Source: an optimization exercise on an open RTL-to-GDS flow (aim: small area, a short achievable clock period and few clock cycles). Production flows keep margins and buffers that such runs may drop.
Function was checked by simulation only, so behaviour that the tests miss may differ from the original.

File: flow/config.mk
export PLATFORM = sky130hd
export DESIGN_NAME = arith_expression_evaluator_top
export DESIGN_NICKNAME = arith_expression_evaluator_top
export VERILOG_FILES = /design/flow/design.v
export SDC_FILE = /design/flow/constraint.sdc
export NUM_CORES = 4
export LEC_CHECK = 0
export CAP_MARGIN = 30
export CORE_MARGIN = 2
export CORE_UTILIZATION = 40
export SLEW_MARGIN = 30
File: flow/constraint.sdc
create_clock -name core_clock -period 14.5 [get_ports {clock}]
set_input_delay 2.9000 -clock core_clock [delete_from_list [all_inputs] [get_ports {clock}]]
set_output_delay 2.9000 -clock core_clock [all_outputs]
set_load 0.01 [all_outputs]
File: flow/design.v
module arith_expression_evaluator_top #(
   parameter int FRAC_BITS  = 32,
   parameter int MAX_DIGITS = 18
) (
   input  logic        clock,
   input  logic        reset,
   input  logic        req_valid,
   output logic        req_ready,
   input  logic [7:0]  req_char,
   input  logic        req_last,
   output logic        rsp_valid,
   input  logic        rsp_ready,
   output logic [63:0] rsp_value,
   output logic [2:0]  rsp_status
);
   localparam logic [3:0] S_IDLE   = 4'd0;
   localparam logic [3:0] S_CONV   = 4'd1;
   localparam logic [3:0] S_RCONV  = 4'd2;
   localparam logic [3:0] S_RADD   = 4'd3;
   localparam logic [3:0] S_APPLY  = 4'd4;
   localparam logic [3:0] S_MUL    = 4'd5;
   localparam logic [3:0] S_DIVCHK = 4'd6;
   localparam logic [3:0] S_DIV    = 4'd7;
   localparam logic [3:0] S_WB     = 4'd8;
   localparam logic [3:0] S_TERM   = 4'd9;
   localparam logic [1:0] AF_NONE  = 2'd0;
   localparam logic [1:0] AF_TERM  = 2'd1;
   localparam logic [1:0] AF_FINAL = 2'd2;
   localparam logic [63:0] MAX_POS  = 64'h7FFF_FFFF_FFFF_FFFF;
   localparam logic [63:0] SIGN_BIT = 64'h8000_0000_0000_0000;
   localparam logic [63:0] ONE      = 64'h0000_0001_0000_0000;
   logic        bv_ff, bl_ff, bdone_ff;
   logic [7:0]  bc_ff;
   logic [30:0] fi_ff;
   logic [59:0] ff_ff;
   logic [4:0]  fcnt_ff;
   logic        fdot_ff, fbig_ff;
   logic        ts_ff, pd_ff, neg_ff;
   logic [1:0]  fe_ff;
   logic        bv_in, bl_in, bdone_in;
   logic [7:0]  bc_in;
   logic [30:0] fi_in;
   logic [59:0] ff_in;
   logic [4:0]  fcnt_in;
   logic        fdot_in, fbig_in;
   logic        ts_in, pd_in, neg_in;
   logic [1:0]  fe_in;
   logic [3:0]  st_ff, st_in;
   logic [63:0] a_ff, a_in;
   logic [63:0] b_ff, b_in;
   logic [4:0]  bf_ff, bf_in;
   logic        bbig_ff, bbig_in;
   logic        adiv_ff, adiv_in;
   logic [1:0]  after_ff, after_in;
   logic        tsign_ff, tsign_in;
   logic [1:0]  tfe_ff, tfe_in;
   logic [2:0]  be_ff, be_in;
   logic [2:0]  status_ff, status_in;
   logic        rv_ff, rv_in;
   logic [63:0] sum_ff, sum_in;
   logic [63:0] pm_ff, pm_in;
   logic        ps_ff, ps_in;
   logic        one_ff, one_in;
   logic [6:0]  cnt_ff, cnt_in;
   logic        mint_ff, mint_in;
   logic        ovf_ff, ovf_in;
   logic        skp_ff, skp_in;
   logic       is_dig, is_dot, is_md, is_as;
   logic [3:0] dig;
   assign dig    = bc_ff[3:0];
   assign is_dig = (bc_ff >= 8'h30) && (bc_ff <= 8'h39);
   assign is_dot = (bc_ff == 8'h2E);
   assign is_md  = (bc_ff == 8'h2A) || (bc_ff == 8'h2F);
   assign is_as  = (bc_ff == 8'h2B) || (bc_ff == 8'h2D);
   logic [59:0] src;
   logic [63:0] t10;
   assign src = fdot_ff ? ff_ff : {29'd0, fi_ff};
   assign t10 = {1'b0, src, 3'd0} + {3'd0, src, 1'd0} + {60'd0, dig};
   logic [30:0] lim_i;
   logic [59:0] lim_f;
   always_comb begin
      case (fcnt_ff)
         5'd9:    begin lim_i = 31'd1844674407; lim_f = 60'd370955160;         end
         5'd10:   begin lim_i = 31'd184467440;  lim_f = 60'd7370955160;        end
         5'd11:   begin lim_i = 31'd18446744;   lim_f = 60'd7370955160;        end
         5'd12:   begin lim_i = 31'd1844674;    lim_f = 60'd407370955160;      end
         5'd13:   begin lim_i = 31'd184467;     lim_f = 60'd4407370955160;     end
         5'd14:   begin lim_i = 31'd18446;      lim_f = 60'd74407370955160;    end
         5'd15:   begin lim_i = 31'd1844;       lim_f = 60'd674407370955160;   end
         5'd16:   begin lim_i = 31'd184;        lim_f = 60'd4674407370955160;  end
         default: begin lim_i = 31'd18;         lim_f = 60'd44674407370955160; end
      endcase
   end
   logic take_frac;
   assign take_frac = !fbig_ff && (fcnt_ff < 5'd18) &&
                      ((fcnt_ff <= 5'd8) || (fi_ff < lim_i) ||
                       ((fi_ff == lim_i) && (ff_ff <= lim_f)));
   logic [59:0] p10;
   always_comb begin
      case (bf_ff)
         5'd6:    p10 = 60'd1000000;
         5'd7:    p10 = 60'd10000000;
         5'd8:    p10 = 60'd100000000;
         5'd9:    p10 = 60'd1000000000;
         5'd10:   p10 = 60'd10000000000;
         5'd11:   p10 = 60'd100000000000;
         5'd12:   p10 = 60'd1000000000000;
         5'd13:   p10 = 60'd10000000000000;
         5'd14:   p10 = 60'd100000000000000;
         5'd15:   p10 = 60'd1000000000000000;
         5'd16:   p10 = 60'd10000000000000000;
         5'd17:   p10 = 60'd100000000000000000;
         default: p10 = 60'd1000000000000000000;
      endcase
   end
   logic [57:0] rcp;
   logic [6:0]  rsteps;
   always_comb begin
      case (fcnt_ff)
         5'd1:    rsteps = 7'd3;
         5'd2:    rsteps = 7'd6;
         5'd3:    rsteps = 7'd9;
         5'd4:    rsteps = 7'd13;
         default: rsteps = 7'd16;
      endcase
      case (bf_ff)
         5'd1:    rcp = 58'd230584300926402560;
         5'd2:    rcp = 58'd23058430092247040;
         5'd3:    rcp = 58'd2305843009214464;
         5'd4:    rcp = 58'd230584300921408;
         default: rcp = 58'd23058430092137;
      endcase
   end
   logic        esub;
   logic [63:0] ax, ay;
   logic        acin;
   logic [64:0] as;
   assign esub = ps_ff ^ tsign_ff;
   always_comb begin
      ax   = a_ff;
      ay   = ~b_ff;
      acin = 1'b1;
      case (st_ff)
         S_CONV: begin
            ax = {a_ff[62:0], 1'b0};
            ay = ~{4'd0, p10};
         end
         S_RCONV: begin
            ax   = {a_ff[62:0], 1'b0};
            ay   = b_ff[cnt_ff[4:0]] ? {6'd0, rcp} : 64'd0;
            acin = 1'b0;
         end
         S_DIV: begin
            if (skp_ff) ay = ~{8'd0, b_ff[63:8]};
            else        ax = {a_ff[62:0], pm_ff[63]};
         end
         S_MUL: begin
            ay   = b_ff[0] ? pm_ff : 64'd0;
            acin = 1'b0;
         end
         S_RADD: begin
            ax   = {b_ff[63:33], (bf_ff > 5'd5) ? b_ff[32:0] : a_ff[60:28]};
            ay   = 64'd0;
         end
         S_TERM: begin
            ax   = sum_ff;
            ay   = esub ? ~pm_ff : pm_ff;
            acin = esub;
         end
         default: begin
         end
      endcase
   end
   assign as = {1'b0, ax} + {1'b0, ay} + {64'd0, acin};
   logic        r64, add_ovf;
   logic [63:0] add_val;
   assign r64     = sum_ff[63] ^ esub ^ as[64];
   assign add_ovf = (r64 != as[63]);
   assign add_val = add_ovf ? (r64 ? SIGN_BIT : MAX_POS) : as[63:0];
   logic        qsat;
   logic [63:0] qe;
   assign qsat = bbig_ff || b_ff[63];
   assign qe   = qsat ? MAX_POS : b_ff;
   logic [63:0] wval;
   logic        wclamp;
   assign wval   = adiv_ff ? pm_ff : a_ff;
   assign wclamp = ovf_ff || (ps_ff ? (wval > SIGN_BIT) : wval[63]);
   logic bfree;
   assign bfree = (st_ff == S_IDLE) ||
                  ((st_ff == S_TERM) && !rv_ff) ||
                  ((st_ff == S_WB) && (after_ff == AF_NONE)) ||
                  ((st_ff == S_APPLY) && (after_ff == AF_NONE) && !adiv_ff && one_ff);
   logic tok_char, final_tok, want_tok, proc;
   assign final_tok = bl_ff && bdone_ff;
   assign tok_char  = (is_md && !ts_ff) || is_as;
   assign want_tok  = final_tok || tok_char;
   assign proc      = bv_ff && (!want_tok || bfree);
   logic       tok_go;
   logic       tok_div;
   logic [1:0] tok_after;
   logic [2:0] fin_status;
   always_comb begin
      bv_in     = bv_ff;
      bl_in     = bl_ff;
      bdone_in  = bdone_ff;
      bc_in     = bc_ff;
      fi_in     = fi_ff;
      ff_in     = ff_ff;
      fcnt_in   = fcnt_ff;
      fdot_in   = fdot_ff;
      fbig_in   = fbig_ff;
      ts_in     = ts_ff;
      pd_in     = pd_ff;
      neg_in    = neg_ff;
      fe_in     = fe_ff;
      st_in     = st_ff;
      a_in      = a_ff;
      b_in      = b_ff;
      bf_in     = bf_ff;
      bbig_in   = bbig_ff;
      adiv_in   = adiv_ff;
      after_in  = after_ff;
      tsign_in  = tsign_ff;
      tfe_in    = tfe_ff;
      be_in     = be_ff;
      status_in = status_ff;
      rv_in     = rv_ff;
      sum_in    = sum_ff;
      pm_in     = pm_ff;
      ps_in     = ps_ff;
      one_in    = one_ff;
      cnt_in    = cnt_ff;
      mint_in   = mint_ff;
      ovf_in    = ovf_ff;
      skp_in    = skp_ff;
      fin_status = 3'd0;
      tok_go    = 1'b0;
      tok_div   = pd_ff;
      tok_after = AF_NONE;
      if (rv_ff && rsp_ready) begin
         rv_in  = 1'b0;
         sum_in = 64'd0;
      end
      case (st_ff)
         S_CONV: begin
            a_in       = as[64] ? as[63:0] : ax;
            b_in[32:0] = {b_ff[31:0], as[64]};
            cnt_in     = cnt_ff - 7'd1;
            if (cnt_ff == 7'd0) st_in = S_RADD;
         end
         S_RCONV: begin
            a_in   = as[63:0];
            cnt_in = cnt_ff - 7'd1;
            if (cnt_ff == 7'd0) st_in = S_RADD;
         end
         S_RADD: begin
            b_in  = as[64:1];
            st_in = S_APPLY;
         end
         S_APPLY: begin
            if (qsat) begin
               if ((be_ff == 3'd0) || (be_ff > 3'd4)) be_in = 3'd4;
            end
            one_in = 1'b0;
            if (!adiv_ff) begin
               if (one_ff) begin
                  pm_in = qe;
                  ps_in = 1'b0;
                  st_in = (after_ff == AF_NONE) ? S_IDLE : S_TERM;
               end else if ((pm_ff == 64'd0) || (qe == 64'd0)) begin
                  pm_in = 64'd0;
                  st_in = (after_ff == AF_NONE) ? S_IDLE : S_TERM;
               end else begin
                  a_in   = 64'd0;
                  ovf_in = 1'b0;
                  cnt_in = 7'd31;
                  if (qe[31:0] == 32'd0) begin
                     b_in    = {32'd0, qe[63:32]};
                     mint_in = 1'b1;
                  end else begin
                     b_in    = qe;
                     mint_in = 1'b0;
                  end
                  st_in = S_MUL;
               end
            end else begin
               if (qe == 64'd0) begin
                  be_in = 3'd3;
                  if ((be_ff != 3'd0) && (be_ff < 3'd3)) be_in = be_ff;
                  pm_in = 64'd0;
                  st_in = (after_ff == AF_NONE) ? S_IDLE : S_TERM;
               end else if (pm_ff == 64'd0) begin
                  st_in = (after_ff == AF_NONE) ? S_IDLE : S_TERM;
               end else begin
                  a_in  = {32'd0, pm_ff[63:32]};
                  pm_in = {pm_ff[31:0], 32'd0};
                  b_in  = qe;
                  st_in = S_DIVCHK;
               end
            end
         end
         S_MUL: begin
            b_in = {1'b0, b_ff[63:1]};
            if (!mint_ff) begin
               a_in   = as[64:1];
               cnt_in = cnt_ff - 7'd1;
               if (cnt_ff == 7'd0) begin
                  mint_in = 1'b1;
                  if (b_ff[63:1] == 63'd0) st_in = S_WB;
               end
            end else begin
               a_in   = as[63:0];
               ovf_in = ovf_ff || as[64] || (pm_ff[63] && (b_ff[63:1] != 63'd0));
               pm_in  = {pm_ff[62:0], 1'b0};
               if (b_ff[63:1] == 63'd0) st_in = S_WB;
            end
         end
         S_DIVCHK: begin
            ovf_in = as[64];
            cnt_in = 7'd63;
            skp_in = 1'b1;
            st_in  = as[64] ? S_WB : S_DIV;
         end
         S_DIV: begin
            if (skp_ff) begin
               if (!as[64] && (cnt_ff >= 7'd8)) begin
                  a_in   = {a_ff[55:0], pm_ff[63:56]};
                  pm_in  = {pm_ff[55:0], 8'd0};
                  cnt_in = cnt_ff - 7'd8;
               end else begin
                  skp_in = 1'b0;
               end
            end else begin
               a_in   = as[64] ? as[63:0] : ax;
               pm_in  = {pm_ff[62:0], as[64]};
               cnt_in = cnt_ff - 7'd1;
               if (cnt_ff == 7'd0) st_in = S_WB;
            end
         end
         S_WB: begin
            if (wclamp) begin
               pm_in = ps_ff ? SIGN_BIT : MAX_POS;
               if ((be_ff == 3'd0) || (be_ff > 3'd4)) be_in = 3'd4;
            end else begin
               pm_in = wval;
            end
            st_in = (after_ff == AF_NONE) ? S_IDLE : S_TERM;
         end
         S_TERM: begin
            if (!rv_ff) begin
               if (add_ovf) begin
                  if ((be_ff == 3'd0) || (be_ff > 3'd4)) be_in = 3'd4;
               end
               sum_in = add_val;
               pm_in  = ONE;
               ps_in  = 1'b0;
               one_in = 1'b1;
               if (after_ff == AF_FINAL) begin
                  fin_status = (tfe_ff != 2'd0) ? {1'b0, tfe_ff} : be_in;
                  status_in  = fin_status;
                  if ((fin_status != 3'd0) && (fin_status != 3'd4)) sum_in = 64'd0;
                  rv_in = 1'b1;
                  be_in = 3'd0;
               end
               st_in = S_IDLE;
            end
         end
         default: st_in = S_IDLE;
      endcase
      if (proc) begin
         if (final_tok) begin
            bv_in     = 1'b0;
            bdone_in  = 1'b0;
            tok_go    = 1'b1;
            tok_after = AF_FINAL;
            pd_in     = 1'b0;
            ts_in     = 1'b1;
            neg_in    = 1'b0;
            fe_in     = 2'd0;
         end else begin
            if (bl_ff) bdone_in = 1'b1;
            else       bv_in    = 1'b0;
            if (is_dig) begin
               ts_in = 1'b0;
               if (!fdot_ff) begin
                  fi_in   = t10[30:0];
                  fbig_in = fbig_ff || (t10[34:31] != 4'd0);
               end else if (take_frac) begin
                  ff_in   = t10[59:0];
                  fcnt_in = fcnt_ff + 5'd1;
               end
            end else if (is_dot) begin
               ts_in = 1'b0;
               if (fdot_ff) begin
                  if (fe_ff == 2'd0) fe_in = 2'd2;
               end else begin
                  fdot_in = 1'b1;
               end
            end else if (is_md) begin
               pd_in = (bc_ff == 8'h2F);
               ts_in = 1'b0;
               if (!ts_ff) begin
                  tok_go    = 1'b1;
                  tok_after = AF_NONE;
               end
            end else if (is_as) begin
               tok_go    = 1'b1;
               tok_after = AF_TERM;
               neg_in    = (bc_ff == 8'h2D);
               pd_in     = 1'b0;
               ts_in     = 1'b1;
            end else begin
               fe_in = 2'd1;
            end
         end
      end
      if (tok_go) begin
         adiv_in  = tok_div;
         after_in = tok_after;
         tsign_in = neg_ff;
         tfe_in   = fe_ff;
         bf_in    = fcnt_ff;
         bbig_in  = fbig_ff;
         if ((fcnt_ff == 5'd0) || fbig_ff) begin
            a_in  = 64'd0;
            b_in  = {1'b0, fi_ff, 32'd0};
            st_in = S_APPLY;
         end else if (fcnt_ff <= 5'd5) begin
            a_in   = 64'd0;
            b_in   = {fi_ff, 16'd0, ff_ff[16:0]};
            cnt_in = rsteps;
            st_in  = S_RCONV;
         end else begin
            a_in   = {4'd0, ff_ff};
            b_in   = {fi_ff, 33'd0};
            cnt_in = 7'd32;
            st_in  = S_CONV;
         end
         fi_in   = 31'd0;
         ff_in   = 60'd0;
         fcnt_in = 5'd0;
         fdot_in = 1'b0;
         fbig_in = 1'b0;
      end
      if (req_valid && req_ready) begin
         bv_in    = 1'b1;
         bc_in    = req_char;
         bl_in    = req_last;
         bdone_in = 1'b0;
      end
   end
   assign req_ready  = !bv_ff || (proc && !(bl_ff && !bdone_ff));
   assign rsp_valid  = rv_ff;
   assign rsp_value  = sum_ff;
   assign rsp_status = status_ff;
   always_ff @(posedge clock) begin
      if (reset) begin
         bv_ff     <= 1'b0;
         bdone_ff  <= 1'b0;
         fi_ff     <= 31'd0;
         ff_ff     <= 60'd0;
         fcnt_ff   <= 5'd0;
         fdot_ff   <= 1'b0;
         fbig_ff   <= 1'b0;
         ts_ff     <= 1'b1;
         pd_ff     <= 1'b0;
         neg_ff    <= 1'b0;
         fe_ff     <= 2'd0;
         st_ff     <= S_IDLE;
         be_ff     <= 3'd0;
         rv_ff     <= 1'b0;
         sum_ff    <= 64'd0;
         pm_ff     <= ONE;
         ps_ff     <= 1'b0;
         one_ff    <= 1'b1;
      end else begin
         bv_ff     <= bv_in;
         bdone_ff  <= bdone_in;
         fi_ff     <= fi_in;
         ff_ff     <= ff_in;
         fcnt_ff   <= fcnt_in;
         fdot_ff   <= fdot_in;
         fbig_ff   <= fbig_in;
         ts_ff     <= ts_in;
         pd_ff     <= pd_in;
         neg_ff    <= neg_in;
         fe_ff     <= fe_in;
         st_ff     <= st_in;
         be_ff     <= be_in;
         rv_ff     <= rv_in;
         sum_ff    <= sum_in;
         pm_ff     <= pm_in;
         ps_ff     <= ps_in;
         one_ff    <= one_in;
      end
   end
   always_ff @(posedge clock) begin
      bl_ff     <= bl_in;
      bc_ff     <= bc_in;
      a_ff      <= a_in;
      b_ff      <= b_in;
      bf_ff     <= bf_in;
      bbig_ff   <= bbig_in;
      adiv_ff   <= adiv_in;
      after_ff  <= after_in;
      tsign_ff  <= tsign_in;
      tfe_ff    <= tfe_in;
      status_ff <= status_in;
      cnt_ff    <= cnt_in;
      mint_ff   <= mint_in;
      ovf_ff    <= ovf_in;
      skp_ff    <= skp_in;
   end
endmodule
File: flow/run.sh
#!/bin/bash
# synth_recipe.tcl (not shown) runs the flow's synth.tcl, then flattens the netlist and writes it again
# the make line also repeats each setting of config.mk as NAME=value (left out here)
make -C /OpenROAD-flow-scripts/flow DESIGN_CONFIG=/design/flow/config.mk WORK_HOME=/design/flow/orfs CLKGATE_MAP_FILE= SYNTH_SCRIPT=/design/flow/synth_recipe.tcl finish
==> results.yml <==
route:
  routed-via-count: 48162
  initialDrtViolationCount: 7603
  viasPerCell: 7.10
  drt_wl_total_um: 257000
  drc_errors: 0
  detail-route-antenna-nets: 0
  drt_first_pass_iters: 16
  wl_per_cell_um: 37.8
logic_synthesis:
  yosys-top-cells-area: "dfxtp_1, edfxtp_1, ha_1"
  synth.yosys.warnings: 1
  netlist.top_cell.by_area: "dfxtp_1"
  async_flop_share: 0
  yosysUniqueCellTypes: 109
  synth_edf_count: 155
  ys_seq_area_frac: 0.280
  netlist_instances: 5441
  ys_top_cells_by_count: "nand2_1, a21oi_1, o21ai_0"
  synth.most_common_cell: "nand2_1"
  yosysTopAreaCellShare: 0.168
  avgSynthCellArea_um2: 7.62
  ys_seq_elements: 503
  synthFlopType: "dfxtp_1"
  syn-num-nets: 5735
  syn-cell-area_um2: 41400
placed_design:
  gp_congestion: 1.11
  dp_hpwl_um: 184000
  pre_cts_ws_ns: 5.79
  port_buffers: 81
sta:
  finalMaxSlewViolations: 0
  setup_tns_ns: 0
  hold_viol: 0
  max_clock_freq_mhz: 109
  holdWs_ns: 0.456
  slew_headroom: 0.246
  min_period_ns: 9.20
  tightest_slew_ns: 1.13
  finalClockSkew_ns: 0.0351
  grt_setup_unrepaired: "false"
  period_share: 0.634
  setup_viol: 0
  setup_ws_ns: 5.30
layout:
  layout-drive-gt1-share: 0.0924
  final_nets: 5620
  syn_to_final_growth_pct: 11.9
clock_network:
  cts_hold_buf: 0
  cts_buffer_depth: 3
  cts_buffers: 67
  cts_root_buf: "clkbuf_16"
  cts_resized: 0
  clk_latency_ns: 0.69
  cts_setup_buffers: 0
  cts_sinks: 503
  clk_pin_slew_worst_paths_ns: 0.07
  htreeDepth: 3
  cts_tree: "built"
grt:
  grt_pass1_vias: 43984
  grt_pass1_wl_um: 354000
  grt_max_degree: 78
  grt_overflow_total: 0
  antenna_found_initial: 25
  grt_usage: 0.467
die:
  num_rows: 118
  die_h_um: 326
  io_pins: 82
  core_um2: 103000
  initial_utilization: 0.402
  die_x_um: 326
  dieArea_um2: 106000
worst_setup_path:
  critical_path_class: "reg2reg"
  critPathCaptureType: "register"
  cpMaxStageDelayCell: "and3_2"
  startpoint_type: "register"
  crit_path_max_fanout: 52
  r2r-start: "st_ff[1]"
  arrival_ns: 9.64
  crit_start: "st_ff[1]"
  crit_top_cell: "buf_4"
  required_ns: 14.94
  max_stage_delay_ns: 0.77
  critical_path_buf_inv_count: 3
  crit_family: "compound AO/OA/AOI/OAI gates"
  path_cells: "nor2_1, and3_2, nand2_2, buf_4, o22ai_1, a2111oi_0, a21o_1, fa_1, fa_1, nand2b_1, a21oi_1, o211a_1, o2111a_1, o2111ai_1, a21oi_1, buf_4, or2_2, buf_4, mux2_2, a222oi_1, o21ai_0, a22o_1"
worst_hold_path:
  hp-start: "neg_ff"
  hold_class: "reg2reg"
run_status:
  status: "no timing/DRC/antenna violations"
flow_run:
  maxCapViolations: 0
-- metal layers --
metal	up-vias	GRT usage	routed length (um)
met3	1238	0.204	34400
met5	-	0	61
li1	20040	-	-
met2	3871	0.657	102000
met4	10	0.374	26000
met1	23003	0.550	93900
-- final cells by class --
class / instances / area, um2
fillers: 10450 / 56800
multi-input cells: 4314 / 27800
flip-flops and latches: 503 / 11600
repair buffers: 270 / 2230
clock buffers: 93 / 1990
well taps: 1380 / 1730
inverters: 170 / 641
clock inverters: 29 / 297
diodes: 27 / 67.6
-- worst reg2reg max path, stage by stage (launching register included) --
cell       delay, ns
dfxtp_1         0.62
nor2_1          0.47
and3_2          0.78
nand2_2         0.41
buf_4           0.47
o22ai_1         0.34
a2111oi_0       0.09
a21o_1          0.24
fa_1            0.45
fa_1            0.56
nand2b_1        0.22
a21oi_1         0.44
o211a_1         0.54
o2111a_1        0.40
o2111ai_1       0.20
a21oi_1         0.20
buf_4           0.24
or2_2           0.64
buf_4           0.65
mux2_2          0.44
a222oi_1        0.22
o21ai_0         0.15
a22o_1          0.21
-- registers in the layout (all words and copies together) (netlist names), 2 cells and up --
signal / cells
fe_ff: 2
ff_ff: 60
fcnt_ff: 5
after_ff: 2
tfe_ff: 2
pm_ff: 64
be_ff: 3
bf_ff: 5
fi_ff: 31
st_ff: 4
bc_ff: 8
sum_ff: 64
status_ff: 3
cnt_ff: 7
a_ff: 64
p10: 45
lim_i: 20
b_ff: 64
lim_f: 34
-- kinds of logic after synthesis --
logic type | synth area share
flip-flops | 0.280
AO/OA/AOI/OAI | 0.319
AND/OR/NAND/NOR | 0.181
XOR/XNOR | 0.0284
multiplexers | 0.0461
adder cells (fa/ha/maj) | 0.0856
buffers and inverters | 0.0587
-- layout by cell type (no fill, tap or decap), types with 59 or more instances in the layout --
cell type,n
nand2_1,716
a21oi_1,574
o21ai_0,538
nor2_1,404
dfxtp_1,346
ha_1,277
buf_4,187
inv_1,168
edfxtp_1,155
a211oi_1,144
mux2i_1,102
nand3_1,92
a221oi_1,83
a21o_1,80
clkdlybuf4s50_1,80
clkbuf_16,74
xnor2_1,61
nor2b_1,60
a222oi_1,60
a22oi_1,59
mux2_2,59
nand4_1,59
-- per-stage QoR --
step | cell area (um2) | util | cells
5_1_grt | 46300 | 0.449 | 6761
6_report | 46400 | 0.449 | 6786
2_1_floorplan | 41400 | - | 5441
4_1_cts | 46200 | 0.448 | 6757
3_5_place_dp | 44000 | 0.426 | 6635
3_3_place_gp | 43800 | 0.425 | 6635
-- final timing paths --
| kind | to | slack [ns] | cells past startpoint |
|---|---|---|---|
| worst min register to register | tsign_ff | 0.46 | 0 |
| worst max-delay path | a_ff[43] | 5.30 | 22 |
| worst max register to register | a_ff[43] | 5.30 | 22 |
| worst min-delay path | tsign_ff | 0.46 | 0 |
Testbench counts, summed over its fixed seeds: cycles 74,785.

re-timing with driven ports:
The flow's constraints put no driver on any port. The routed layout listed below was extracted and timed again, unchanged, in two steps. Step 1, drivers: a clkbuf_16 drives clock and a buf_2 each remaining input, both assumed. Step 2 also shifts input and output timing later by t, the mid clock arrival at the registers, as if the neighbouring blocks saw the same clock. a / b / c = no drivers / after step 1 / after step 2; a / b = the first two.
shift t [ns]: 0.746
setup WS [ns]: 5.300 / 5.300 / 5.300
latest minus earliest clock arrival (ns): 0.035 / 0.035
slew at the worst register clock pin (ns): 0.07 / 0.07
pins driven straight from the clock port: 1
After both steps setup and hold are still met in this run. The setup slack of this run moves by 0.000 ns with the drivers and by 0.000 ns with both steps.
